Background: an optimization exercise with open tools, aiming at small area, a short achievable clock period and few clock cycles per item. Do not read the settings as production practice. Only simulation tests tie the RTL to the original design; equivalence was not proved.

$ cat design/flow/config.mk
export PLATFORM = sky130hd
export DESIGN_NAME = ntt_core
export DESIGN_NICKNAME = ntt_core
export VERILOG_FILES = /design/flow/design.v
export SDC_FILE = /design/flow/constraint.sdc
export NUM_CORES = 4
export LEC_CHECK = 0
export CAP_MARGIN = 20
export CORE_MARGIN = 2
export CORE_UTILIZATION = 40
export SLEW_MARGIN = 20
$ cat design/flow/run.sh
#!/bin/bash
# synth_recipe.tcl (not shown) runs the flow's synth.tcl, then flattens the netlist and writes it again
# the make line also repeats each setting of config.mk as NAME=value (left out here)
make -C /OpenROAD-flow-scripts/flow DESIGN_CONFIG=/design/flow/config.mk WORK_HOME=/design/flow/orfs CLKGATE_MAP_FILE= SYNTH_SCRIPT=/design/flow/synth_recipe.tcl finish
$ cat design/flow/design.v
package ntt_pkg;
    localparam int DATA_W = 14;
    localparam logic [DATA_W-1:0] Q = 14'd12289;
    localparam logic [DATA_W-1:0] R2_MOD_Q = 14'd6829;
endpackage
`timescale 1ns/1ps
module coef_regfile (
    input  logic        clk,
    input  logic [3:0]  wr_lane,    
    input  logic [13:0] wr_data,
    output logic [13:0] head0,
    output logic [13:0] head1,
    output logic [13:0] head2,
    output logic [13:0] head3
);
    logic [13:0] l0 [0:3];
    logic [13:0] l1 [0:3];
    logic [13:0] l2 [0:3];
    logic [13:0] l3 [0:3];
    always_ff @(posedge clk) begin
        l0[0] <= l0[1]; l0[1] <= wr_lane[0] ? wr_data : l0[2]; l0[2] <= l0[3]; l0[3] <= l0[0];
        l1[0] <= l1[1]; l1[1] <= wr_lane[1] ? wr_data : l1[2]; l1[2] <= l1[3]; l1[3] <= l1[0];
        l2[0] <= l2[1]; l2[1] <= wr_lane[2] ? wr_data : l2[2]; l2[2] <= l2[3]; l2[3] <= l2[0];
        l3[0] <= l3[1]; l3[1] <= wr_lane[3] ? wr_data : l3[2]; l3[2] <= l3[3]; l3[3] <= l3[0];
    end
    assign head0 = l0[0];
    assign head1 = l1[0];
    assign head2 = l2[0];
    assign head3 = l3[0];
endmodule
`timescale 1ns/1ps
module twiddle_ram (
    input  logic        clk,
    input  logic        wr_en,
    input  logic [2:0]  wr_idx,
    input  logic [13:0] wr_data,
    input  logic [2:0]  rd_sel,     
    output logic [13:0] rd_data
);
    logic [13:0] w1, w2, w3, w4, w6;
    always_ff @(posedge clk) begin
        if (wr_en && wr_idx == 3'd1) w1 <= wr_data;
        if (wr_en && wr_idx == 3'd2) w2 <= wr_data;
        if (wr_en && wr_idx == 3'd3) w3 <= wr_data;
        if (wr_en && wr_idx == 3'd4) w4 <= wr_data;
        if (wr_en && wr_idx == 3'd6) w6 <= wr_data;
    end
    always_comb begin
        case (rd_sel)
            3'd0:    rd_data = w1;
            3'd1:    rd_data = w2;
            3'd2:    rd_data = w3;
            3'd3:    rd_data = w4;
            3'd4:    rd_data = w6;
            default: rd_data = ntt_pkg::R2_MOD_Q;
        endcase
    end
endmodule
`timescale 1ns/1ps
module mod_mult (
    input  logic        clk,
    input  logic [13:0] a,
    input  logic [13:0] b,
    output logic [13:0] p
);
    logic [20:0] pl_r;     
    logic [20:0] ph_r;     
    logic [13:0] hi_r;     
    logic [13:0] m_r;      
    logic [14:0] t_r;      
    logic [27:0] prod;
    logic [13:0] m;
    logic [14:0] x;
    logic [1:0]  c;
    logic [14:0] t;
    logic [14:0] tq;
    always_comb begin
        prod = {7'b0, pl_r} + {ph_r, 7'b0};
        m    = {2'(prod[1:0] * 2'd3), 12'd0} - prod[13:0];
        x    = {1'b0, m_r} + {1'b0, 2'(m_r[1:0] * 2'd3), 12'd0};
        c    = 2'(x != 15'd0) + 2'(x > 15'd16384);
        t    = {1'b0, hi_r} + {3'b0, m_r[13:2]} + {2'b0, m_r[13:1]} + 15'(m_r[1] & m_r[0]) + 15'(c);
        tq   = t_r - 15'd12289;
    end
    always_ff @(posedge clk) begin
        pl_r <= a * b[6:0];
        ph_r <= a * b[13:7];
        hi_r <= prod[27:14];
        m_r  <= m;
        t_r  <= t;
        p    <= tq[14] ? t_r[13:0] : tq[13:0];
    end
endmodule
`timescale 1ns/1ps
module mod_addsub (
    input  logic [13:0] a,
    input  logic [13:0] b,
    input  logic        sub,
    output logic [13:0] y
);
    logic [14:0] bb;
    logic [14:0] s;
    logic [14:0] t;
    always_comb begin
        bb = ({1'b0, b} ^ {15{sub}}) + 15'(sub);
        s  = {1'b0, a} + bb;
        t  = {1'b0, a} + bb + (sub ? 15'd12289 : 15'd20479);
        if (sub) y = s[14] ? t[13:0] : s[13:0];
        else     y = t[14] ? s[13:0] : t[13:0];
    end
endmodule
module mod_add (
    input  logic [13:0] a,
    input  logic [13:0] b,
    output logic [13:0] y
);
    logic [14:0] s;
    logic [14:0] t;
    always_comb begin
        s = {1'b0, a} + {1'b0, b};
        t = {1'b0, a} + {1'b0, b} + 15'd20479;
        y = t[14] ? s[13:0] : t[13:0];
    end
endmodule
module mod_sub (
    input  logic [13:0] a,
    input  logic [13:0] b,
    output logic [13:0] y
);
    logic [14:0] s;
    logic [14:0] t;
    always_comb begin
        s = {1'b0, a} - {1'b0, b};
        t = {1'b0, a} - {1'b0, b} + 15'd12289;
        y = s[14] ? t[13:0] : s[13:0];
    end
endmodule
`timescale 1ns/1ps
`timescale 1ns/1ps
module ntt_core (
    input  logic        clk,
    input  logic        reset,
    input  logic        load_w,
    input  logic        load_data,
    input  logic        start,
    input  logic [13:0] din,
    output logic        done,
    output logic [13:0] dout
);
    typedef enum logic [2:0] {
        S_IDLE,
        S_LTW,
        S_LDATA,
        S_WAIT,
        S_RUN
    } state_t;
    state_t      state;
    logic [3:0]  seq;
    logic [3:0]  twk;      
    logic [1:0]  hcol;     
    logic [4:0]  k;        
    logic [4:0]  kn;       
    logic        go;
    logic        ready;
    logic [13:0] din_r;
    logic        ldv_r;
    logic [1:0]  ldl_r;
    assign ready = (hcol == 2'd1) && (twk >= 4'd13);
    assign go    = ready && (((state == S_IDLE) && start && !load_w && !load_data) || (state == S_WAIT));
    assign kn    = go ? 5'd1 : (((k != 5'd0) && (k != 5'd26)) ? k + 5'd1 : 5'd0);
    always_ff @(posedge clk or posedge reset) begin
        if (reset) begin
            state <= S_IDLE;
            seq   <= '0;
            twk   <= 4'd15;
            hcol  <= '0;
            k     <= '0;
            ldv_r <= 1'b0;
            ldl_r <= '0;
        end else begin
            hcol  <= hcol + 2'd1;
            k     <= kn;
            ldv_r <= (state == S_LDATA);
            ldl_r <= seq[3:2];
            if (twk != 4'd15) twk <= twk + 4'd1;
            case (state)
                S_IDLE: begin
                    seq <= '0;
                    if (load_w) begin
                        state <= S_LTW;
                        twk   <= '0;
                    end else if (load_data) begin
                        state <= S_LDATA;
                        hcol  <= 2'd1;
                    end else if (start) begin
                        state <= go ? S_RUN : S_WAIT;
                    end
                end
                S_LTW: begin
                    seq <= seq + 4'd1;
                    if (seq == 4'd7) state <= S_IDLE;
                end
                S_LDATA: begin
                    seq <= seq + 4'd1;
                    if (seq == 4'd15) state <= S_IDLE;
                end
                S_WAIT: begin
                    if (go) state <= S_RUN;
                end
                S_RUN: begin
                    if (k == 5'd26) state <= S_IDLE;
                end
                default: state <= S_IDLE;
            endcase
        end
    end
    logic       s1_sub;    
    logic       s2_sub;
    logic       s2_swap;   
    logic       s2_bu2;    
    logic       d_wr;
    logic [1:0] ma_sel;
    logic [2:0] tw_sel;
    logic       z_mult;
    logic       conv;      
    always_ff @(posedge clk) begin
        s1_sub  <= (kn >= 5'd8) && (kn <= 5'd15);
        s2_sub  <= ((kn >= 5'd5) && (kn <= 5'd8)) || (kn >= 5'd13);
        s2_swap <= (kn == 5'd15);
        s2_bu2  <= (kn <= 5'd8);
        d_wr    <= (kn >= 5'd5) && (kn <= 5'd8);
        conv    <= (twk <= 4'd7);
        if (kn <= 5'd4)           ma_sel <= 2'd1;   
        else if (kn[1:0] == 2'd1) ma_sel <= 2'd2;   
        else                      ma_sel <= 2'd3;   
        case (kn)
            5'd6:    tw_sel <= 3'd1;   
            5'd8:    tw_sel <= 3'd4;   
            5'd10:   tw_sel <= 3'd0;   
            5'd11:   tw_sel <= 3'd1;   
            5'd12:   tw_sel <= 3'd2;   
            5'd14:   tw_sel <= 3'd2;   
            5'd15:   tw_sel <= 3'd4;   
            5'd16:   tw_sel <= 3'd0;   
            default: tw_sel <= 3'd3;   
        endcase
        case (kn)
            5'd10, 5'd11, 5'd12, 5'd14, 5'd15, 5'd16, 5'd18, 5'd19, 5'd20: z_mult <= 1'b1;
            default: z_mult <= 1'b0;
        endcase
    end
    always_ff @(posedge clk) begin
        din_r <= din;
    end
    logic [13:0] h0, h1, h2, h3;
    logic [3:0]  wr_lane;
    assign wr_lane = ldv_r ? (4'b0001 << ldl_r) : 4'b0000;
    coef_regfile rf_i (
        .clk    (clk),
        .wr_lane(wr_lane),
        .wr_data(din_r),
        .head0  (h0),
        .head1  (h1),
        .head2  (h2),
        .head3  (h3)
    );
    logic [13:0] u1, u2, u3;
    logic [13:0] u1_n, u2_n, u3_n;
    mod_addsub s1a_i (.a(h0), .b(h2), .sub(s1_sub), .y(u1_n));
    mod_add    s1b_i (.a(h1), .b(h3), .y(u2_n));
    mod_sub    s1c_i (.a(h1), .b(h3), .y(u3_n));
    always_ff @(posedge clk) begin
        u1 <= u1_n;
        u2 <= u2_n;
        u3 <= u3_n;
    end
    logic [13:0] dr [0:3];
    logic [13:0] mp;
    always_ff @(posedge clk) begin
        dr[0] <= dr[1];
        dr[1] <= dr[2];
        dr[2] <= dr[3];
        dr[3] <= d_wr ? mp : dr[0];
    end
    logic [13:0] y, y_n;
    logic [13:0] s2_a, s2_b;
    assign s2_a = s2_swap ? dr[0] : u1;
    assign s2_b = s2_bu2 ? u2 : (s2_swap ? u1 : dr[0]);
    mod_addsub s2_i (.a(s2_a), .b(s2_b), .sub(s2_sub), .y(y_n));
    always_ff @(posedge clk) begin
        y <= y_n;
    end
    logic [13:0] ma;
    logic [13:0] mb;
    logic [13:0] t_row;
    always_comb begin
        if (conv)                 ma = din_r;
        else if (ma_sel == 2'd1)  ma = u3;
        else if (ma_sel == 2'd2)  ma = t_row;
        else                      ma = y;
    end
    twiddle_ram tw_i (
        .clk    (clk),
        .wr_en  ((twk >= 4'd5) && (twk <= 4'd12)),
        .wr_idx (3'(twk - 4'd5)),
        .wr_data(mp),
        .rd_sel (conv ? 3'd7 : tw_sel),
        .rd_data(mb)
    );
    mod_mult mult_i (
        .clk(clk),
        .a  (ma),
        .b  (mb),
        .p  (mp)
    );
    logic [13:0] yd1, yd2, yd3, yd4;
    always_ff @(posedge clk) begin
        yd1 <= y;
        yd2 <= yd1;
        yd3 <= yd2;
        yd4 <= yd3;
    end
    logic [13:0] z;
    logic [13:0] zd1, zd2, zd3;
    assign z = z_mult ? mp : yd4;
    always_ff @(posedge clk) begin
        zd1 <= z;
        zd2 <= zd1;
        zd3 <= zd2;
    end
    logic [13:0] rb_a, rb_b, rb_s, rb_d;
    logic [13:0] r0, r1, r2, r3h;
    assign rb_a = k[1] ? zd1 : zd2;
    assign rb_b = k[1] ? zd3 : z;
    mod_add rba_i (.a(rb_a), .b(rb_b), .y(rb_s));
    mod_sub rbs_i (.a(rb_a), .b(rb_b), .y(rb_d));
    always_ff @(posedge clk) begin
        if (k[1:0] == 2'd0) begin
            r1    <= rb_s;
            t_row <= rb_d;
        end
        if (k[1:0] == 2'd2) begin
            r0 <= rb_s;
            r2 <= rb_d;
        end
        if (k[1:0] == 2'd1) begin
            r3h <= mp;
        end
    end
    logic [13:0] fa, fb, fy;
    logic [1:0]  fj;
    assign fj = k[1:0] + 2'd1;
    assign fa = fj[1] ? r2 : r0;
    assign fb = (fj == 2'd2) ? mp : ((fj == 2'd3) ? r3h : r1);
    mod_addsub fin_i (.a(fa), .b(fb), .sub(fj[0]), .y(fy));
    always_ff @(posedge clk or posedge reset) begin
        if (reset) begin
            done <= 1'b0;
            dout <= '0;
        end else begin
            done <= (k == 5'd10);
            dout <= ((k >= 5'd11) && (k <= 5'd26)) ? fy : 14'd0;
        end
    end
endmodule
$ cat design/flow/constraint.sdc
create_clock -name core_clock -period 7.0 [get_ports {clk}]
set_input_delay 1.4000 -clock core_clock [delete_from_list [all_inputs] [get_ports {clk}]]
set_output_delay 1.4000 -clock core_clock [all_outputs]
set_load 0.01 [all_outputs]
==> run summary <==
==> per-layer routing <==
metal | vias to the layer above | global-route usage [%] | share of wire (%)
met5 | - | 0 | 0.017
met4 | 2 | 6.21 | 3.0
met3 | 138 | 3.00 | 4.6
met2 | 477 | 28.7 | 45
met1 | 12100 | 24.5 | 47
li1 | 12500 | - | -
==> cells in the final DEF (no fill, tap or decap), drive strengths merged, types with 23 or more instances in the layout <==
master	n
a211oi	29
a21o	47
a21oi	155
and2	28
and3	30
buf	63
clkbuf	107
clkdlybuf4s50	33
dfrtp	32
dfxtp	559
edfxtp	140
fa	141
ha	284
inv	312
mux2	151
mux2i	75
nand2	205
nand2b	45
nand3	73
nand4	23
nor2	298
nor2b	32
nor3	74
o21a	29
o21ai	118
o21bai	24
or2	23
xnor2	204
xor2	83
==> flip-flops by register name, summed over array words and instances, names as in the netlist, 15 cells and up <==
name         cells
rf_i.l3         56
mult_i.t_r      15
dr              56
rf_i.l1         56
mult_i.ph_r     21
mult_i.pl_r     21
rf_i.l0         56
rf_i.l2         56
==> metrics by stage <==
| stage | setup slack, ps | utilization (%) |
|---|---|---|
| after global placement | 845 | 42.5 |
| after floorplan | 904 | - |
| after detailed placement | 672 | 42.5 |
| after global routing | 185 | 45.6 |
| final | 639 | 45.6 |
| after CTS | 625 | 45.6 |
==> final cells by class <==
| type | count | area (um2) |
|---|---|---|
| Fill cell | 8801 | 50800 |
| Timing Repair Buffer | 96 | 816 |
| Clock buffer | 107 | 2260 |
| Sequential cell | 735 | 16300 |
| Antenna cell | 1 | 2.50 |
| Tap cell | 1254 | 1570 |
| Multi-Input combinational cell | 2442 | 19900 |
| Clock inverter | 43 | 583 |
| Inverter | 304 | 1140 |
==> cells in the mapped netlist (9+ instances only) <==
cell	n
ha_1	284
a22oi_1	14
nor2_1	297
o21bai_1	23
a21o_1	47
a31oi_1	16
inv_1	301
fa_1	141
nand3b_1	11
o21a_1	29
nand2_1	205
o22ai_1	13
a211o_1	9
xor2_1	82
mux2_1	17
nand4_1	23
o211ai_1	14
a221oi_1	11
dfxtp_1	559
o21ai_0	112
or2_2	23
a21boi_0	9
mux2_2	134
or3_1	16
a211oi_1	29
a21oi_1	153
o31ai_1	14
buf_2	12
clkbuf_1	74
nor4_1	9
mux2i_1	75
edfxtp_1	140
nand3_1	73
nand2b_1	45
nor2b_1	31
and3_1	30
and2_1	26
buf_1	10
dfrtp_1	32
nor3_1	72
xnor2_1	198
==> how the worst max path moves through the flow <==
stage | start | slack, ps | endpoint | depth (start not counted)
2_1_floorplan | conv | 900 | mult_i.ph_r[19] | 23
3_3_place_gp | conv | 840 | mult_i.ph_r[19] | 23
3_5_place_dp | conv | 670 | mult_i.ph_r[19] | 23
4_1_cts | conv | 620 | mult_i.ph_r[19] | 23
5_1_grt | conv | 180 | mult_i.ph_r[19] | 23
6_report | conv | 640 | mult_i.ph_r[19] | 23
==> cells by family (layout without fill, tap and decap cells) <==
| logic type | count (synthesis) | after routing | synth area share, % |
|---|---|---|---|
| compound gates | 599 | 599 | 10.8 |
| xor+xnor | 287 | 287 | 6.83 |
| fa+ha+maj | 428 | 428 | 17.0 |
| buf+inv | 409 | 550 | 4.25 |
| flops | 735 | 735 | 43.2 |
| mux | 226 | 226 | 6.50 |
| other cells | 0 | 1 | 0 |
| simple gates | 902 | 902 | 11.5 |
==> flow_metrics.tcl <==
set metrics [dict create \
    ios 34 \
    synth.net_count 4030 \
    gp_congestion 0.879 \
    drt-initial-drc-count 1560 \
    status "no timing/DRC/antenna violations" \
    vias_per_cell 5.07 \
    critical-path-top-delay-family "adder cells" \
    reg2reg_from "conv" \
    drv_slew 0 \
    yosysSeqAreaShare_pct 43.2 \
    syn_to_final_growth_pct 12.7 \
    grt_setup_unrepaired "no" \
    hpwlAfterDp_um 64900 \
    cts_resized 0 \
    cp_cell_sequence "nor4b_2 -> buf_4 -> a22oi_1 -> nand3_1 -> a221oi_1 -> buf_4 -> nor2_1 -> fa_1 -> fa_1 -> fa_1 -> inv_1 -> fa_1 -> inv_1 -> ha_1 -> a21o_1 -> a21oi_1 -> a21boi_1 -> a211oi_1 -> nor3_1 -> a2111oi_0 -> buf_4 -> a21oi_1 -> xor2_1" \
    postCtsSetupRepairBufs 0 \
    rrSetupSlack_ps 640 \
    vias 25300 \
    die_y_um 311 \
    synthCells 3586 \
    design.die.area_mm2 0.0968 \
    worst_pin_slew_ps 1060 \
    synth_edf_count 140 \
    skew_ps 22.3 \
    yosysTopAreaCellShare_pct 29.7 \
    cp-start-kind "flop" \
    end_kind "flop" \
    clock-sinks 735 \
    hold_violations 0 \
    cp_max_fo 12 \
    final_area_mm2 0.0425 \
    max_freq_mhz 157 \
    hold_path_class "reg2reg" \
    worst-setup-path-type "reg2reg" \
    cts_max_path_buffers 3 \
    ys.warnings.count 12 \
    wirelength_um 86400 \
    ys_ff_latch 735 \
    avgSynthCellArea_um2 10.5 \
    dr.pass1.iters 7 \
    drive_gt1_share_pct 10.9 \
    antenna_found_initial 10 \
    cap_violations 0 \
    grtUsageTotal_pct 17.9 \
    slowest_delay_ps 640 \
    timing.hold.ws_ps 315 \
    gr-total-overflow 0 \
    min_from "yd2[2]" \
    yosys.cell_types.count 103 \
    period_share_pct 90.9 \
    hold_end "yd3[2]" \
    fin_crit_ps 6360 \
    rr_endpoint "mult_i.ph_r[19]" \
    fin_cells 4982 \
    cp.arrival_ps 6890 \
    syn_area_mm2 0.0377 \
    min_path_cells 0 \
    setup_viol 0 \
    drc 0 \
    port_buffers 33 \
    nNetsFinal 4103 \
    core_mm2 0.0933 \
    placed_area_mm2 0.0397 \
    rows 112 \
    clk_latency_ps 650 \
    synthTopCellsByArea "dfxtp_1 (30%), edfxtp_1 (11%), ha_1 (9.4%)" \
    clkTransAtPathRegs_ps 70 \
    htreeDepth 3 \
    drt-wirelength-per-cell_um 17.3 \
    relSlewSlack_pct 29.0 \
    critPathSlowestCell "a221oi_1" \
    grt_pass1_wl_um 137000 \
    worstPathRequired_ps 7530 \
    path_buf_inv 5 \
    start_util_pct 40.4 \
    setup_tns_ps 0 \
    r2r_cells 23 \
    grt_pass1_vias 24800 \
    place_inst 4831 \
    dieWidth_um 311 \
    cts_buffers 80 \
    ant_nets 0 \
    hold_buffers 0 \
    path_common_cell "fa_1" \
    synthArstFlopShare_pct 4.90 \
    cts_tree "done" \
    ys.flop_type "dfxtp_1" \
    grt_max_degree 37 \
    yosys.area.top_type "dfxtp_1" \
    root_buffer "clkbuf_16" \
]
Testbench counts, summed over its fixed seeds: cycles 8,528, transforms 192.

## static timing again, ports no longer ideal
The flow's constraints put no driver on any port. The routed layout listed below was extracted and timed again, unchanged, in two steps.
Step 1 (the two cells are an assumption about what drives the block):
set clk [get_ports {clk}]
set_driving_cell -lib_cell sky130_fd_sc_hd__clkbuf_16 $clk
set_driving_cell -lib_cell sky130_fd_sc_hd__buf_2 [delete_from_list [all_inputs] $clk]
Step 2 moves the port delays by t, midway between the first and last clock arrival at a register: inputs arrive t later, outputs are due t later. That takes back most of the time a late clock gives input paths.
a / b / c = no drivers / after step 1 / after step 2; a / b = the first two.
t (ns): 0.707
slack for setup (ns): 0.639 / 0.639 / 0.639
worst slew at a driven data input, ns: 0.06
After both steps setup and hold are still met in this run. For this run, drivers alone change the setup slack by 0.000 ns; drivers and shift together by 0.000 ns.
